Source: an optimization exercise on an open RTL-to-GDS flow (aim: small area and a short achievable clock period). Production flows keep margins and buffers that such runs may drop.
Function was checked by simulation only, so behaviour that the tests miss may differ from the original.

== fjord ==
==> flow/design.v (excerpt) <==
module crc_unit
(
  input  logic                     m,
  input  logic                     reset,
  input  logic                     wr,            
  input  logic                     rd,            
  input  crc_reg_pkg::reg_addr_t   addr,
  input  crc_data_pkg::crc_word_t  wdata,
  output crc_data_pkg::crc_word_t  rdata,
  output logic                     rdata_valid
);
  crc_data_pkg::crc_word_t   gpoly;
  crc_data_pkg::crc_word_t   gpoly_next;    
  crc_reg_pkg::transpose_t   ctrl_tot;
  crc_reg_pkg::transpose_t   ctrl_totr;
  logic                      ctrl_fxor;
  logic                      ctrl_was;
  crc_data_pkg::crc_width_t  ctrl_tcrc;
  logic                      data_load;
  logic                      seed_load;
  logic                      width_flip;    
  crc_data_pkg::crc_word_t   order_word;    
  crc_data_pkg::crc_state_t  rem;           
  crc_data_pkg::crc_word_t   read_word;     
  crc_regs u_regs
  (
    .m           (m),
    .reset       (reset),
    .wr          (wr),
    .rd          (rd),
    .addr        (addr),
    .wdata       (wdata),
    .read_word   (read_word),
    .rdata       (rdata),
    .rdata_valid (rdata_valid),
    .gpoly_q     (gpoly),
    .gpoly_next  (gpoly_next),
    .ctrl_tot    (ctrl_tot),
    .ctrl_totr   (ctrl_totr),
    .ctrl_fxor   (ctrl_fxor),
    .ctrl_was    (ctrl_was),
    .ctrl_tcrc   (ctrl_tcrc),
    .data_load   (data_load),
    .seed_load   (seed_load)
  );
  assign width_flip = wr && (addr == 2'd2) && (wdata[24] != ctrl_tcrc);
  crc_bit_order u_write_order
  (
    .word_in  (wdata),
    .order    (ctrl_tot),
    .word_out (order_word)
  );
  crc_engine u_engine
  (
    .m          (m),
    .reset      (reset),
    .order_word (order_word),
    .gpoly      (gpoly),
    .gpoly_top_next (gpoly_next[31:25]),
    .width      (ctrl_tcrc),
    .data_load  (data_load),
    .seed_load  (seed_load),
    .width_flip (width_flip),
  ...
clock: 15.0 ns
lec_check: 0
cap_margin: 20
core_margin: 2
core_utilization: 40
place_density: 0.6
slew_margin: 20
synth_hierarchical: 1
synth_minimum_keep_size: 0
standard.sh (not shown) runs the stock make flow with config.mk's settings and CLKGATE_MAP_FILE= SYNTH_SCRIPT=/design/flow/synth_recipe.tcl, a recipe that flattens the netlist after the stock synthesis.
==> flow/flow/run.sh <==
#!/bin/bash
# Standard layout, with timing repair aimed well below the clock period so
# that the achieved period shrinks; constraints are left as given.
set -o pipefail
cat standard.sh > standard_copy.log
cat config.mk > config_copy.log
export SETUP_SLACK_MARGIN=7.5
export TNS_END_PERCENT=100
# port buffers: the smallest plain buffer, resized later where timing needs it
export BUFFER_PORTS_ARGS="-buffer_cell sky130_fd_sc_hd__buf_1"
bash standard.sh synth > synth.log 2>&1 || exit 1
bash standard.sh > finish.log 2>&1 || exit 1
What pepper does differently from fjord at the input level:
Settings: changing CORE_UTILIZATION from 40 to 35.
diff --git a/flow/flow/run.sh b/flow/flow/run.sh
--- a/flow/flow/run.sh
+++ b/flow/flow/run.sh
@@ -7,3 +7,3 @@
 export SETUP_SLACK_MARGIN=7.5
-export TNS_END_PERCENT=100
+export TNS_END_PERCENT=20
 # port buffers: the smallest plain buffer, resized later where timing needs it
--- outcome ---
Between fjord and pepper, ratio of cells with drive above 1 in the final layout increased. Changes observed in pepper relative to fjord: multi-input gate share of the layout cell area went down by 0.83 points; via count went up by 123; routed wire length was more or less identical; post-layout minimum cycle time went up by 49 ps. Run comparison: fjord launching instance or port of the critical path wdata[24]; pepper launching instance or port of the critical path wdata[5]. Delta(die footprint, pepper - fjord) > 0.
Input changes introduced in xenon (baseline for comparison: pepper):
Settings: PLACE_DENSITY changed from 0.6 to 0.65; CORE_UTILIZATION changed from 35 to 50.
diff --git a/flow/flow/run.sh b/flow/flow/run.sh
--- a/flow/flow/run.sh
+++ b/flow/flow/run.sh
@@ -6,3 +6,3 @@
 cat config.mk > config_copy.log
-export SETUP_SLACK_MARGIN=7.5
+export SETUP_SLACK_MARGIN=8.5
 export TNS_END_PERCENT=20
==> comparison <==
Relative to pepper, xenon degrades post-route clock skew.
The via count reported for xenon is higher than the one for pepper.
Relative to pepper, the routability congestion estimate from global placement measured on xenon has increased slightly.
Taking pepper as the reference point, the design area of xenon rises by about 7%.
xenon vs. pepper: worst path setup slack after routing has decreased, final cell count has decreased.
In the tables for pepper and xenon, worst relative slew slack reads higher with xenon.
Going from pepper to xenon, count of input and output buffers about even; area after detailed placement fell 1.1%.

afterwards: timing with drivers on the ports:
The results above use ideal ports. As a check the final layouts listed here were re-extracted and re-timed, cells and wires unchanged.
Step 1: set_driving_cell puts a clkbuf_16 on m and a buf_2 on each other input, an assumption about the parent block.
Step 2 also shifts input and output timing later by t, the mid clock arrival at the registers, as if the neighbouring blocks saw the same clock.
Slacks: no drivers / after step 1 / after step 2; pairs: no drivers / after step 1.
run | t, ns | setup slack, ns | worst setup path at the end | latest minus earliest clock arrival (ns) | worst register clock-pin slew, ns
fjord | 0.440 | 7.571 / 7.594 / 7.154 | input to register | 0.012 / 0.012 | 0.09 / 0.09
pepper | 0.446 | 7.522 / 7.556 / 7.110 | input to register | 0.011 / 0.011 | 0.09 / 0.09
xenon | 0.451 | 7.477 / 7.477 / 7.198 | input to register | 0.016 / 0.016 | 0.10 / 0.10
After both steps every run listed still meets setup and hold. For fjord, which loses most, drivers alone change the setup slack by +0.023 ns; drivers and shift together by -0.417 ns.
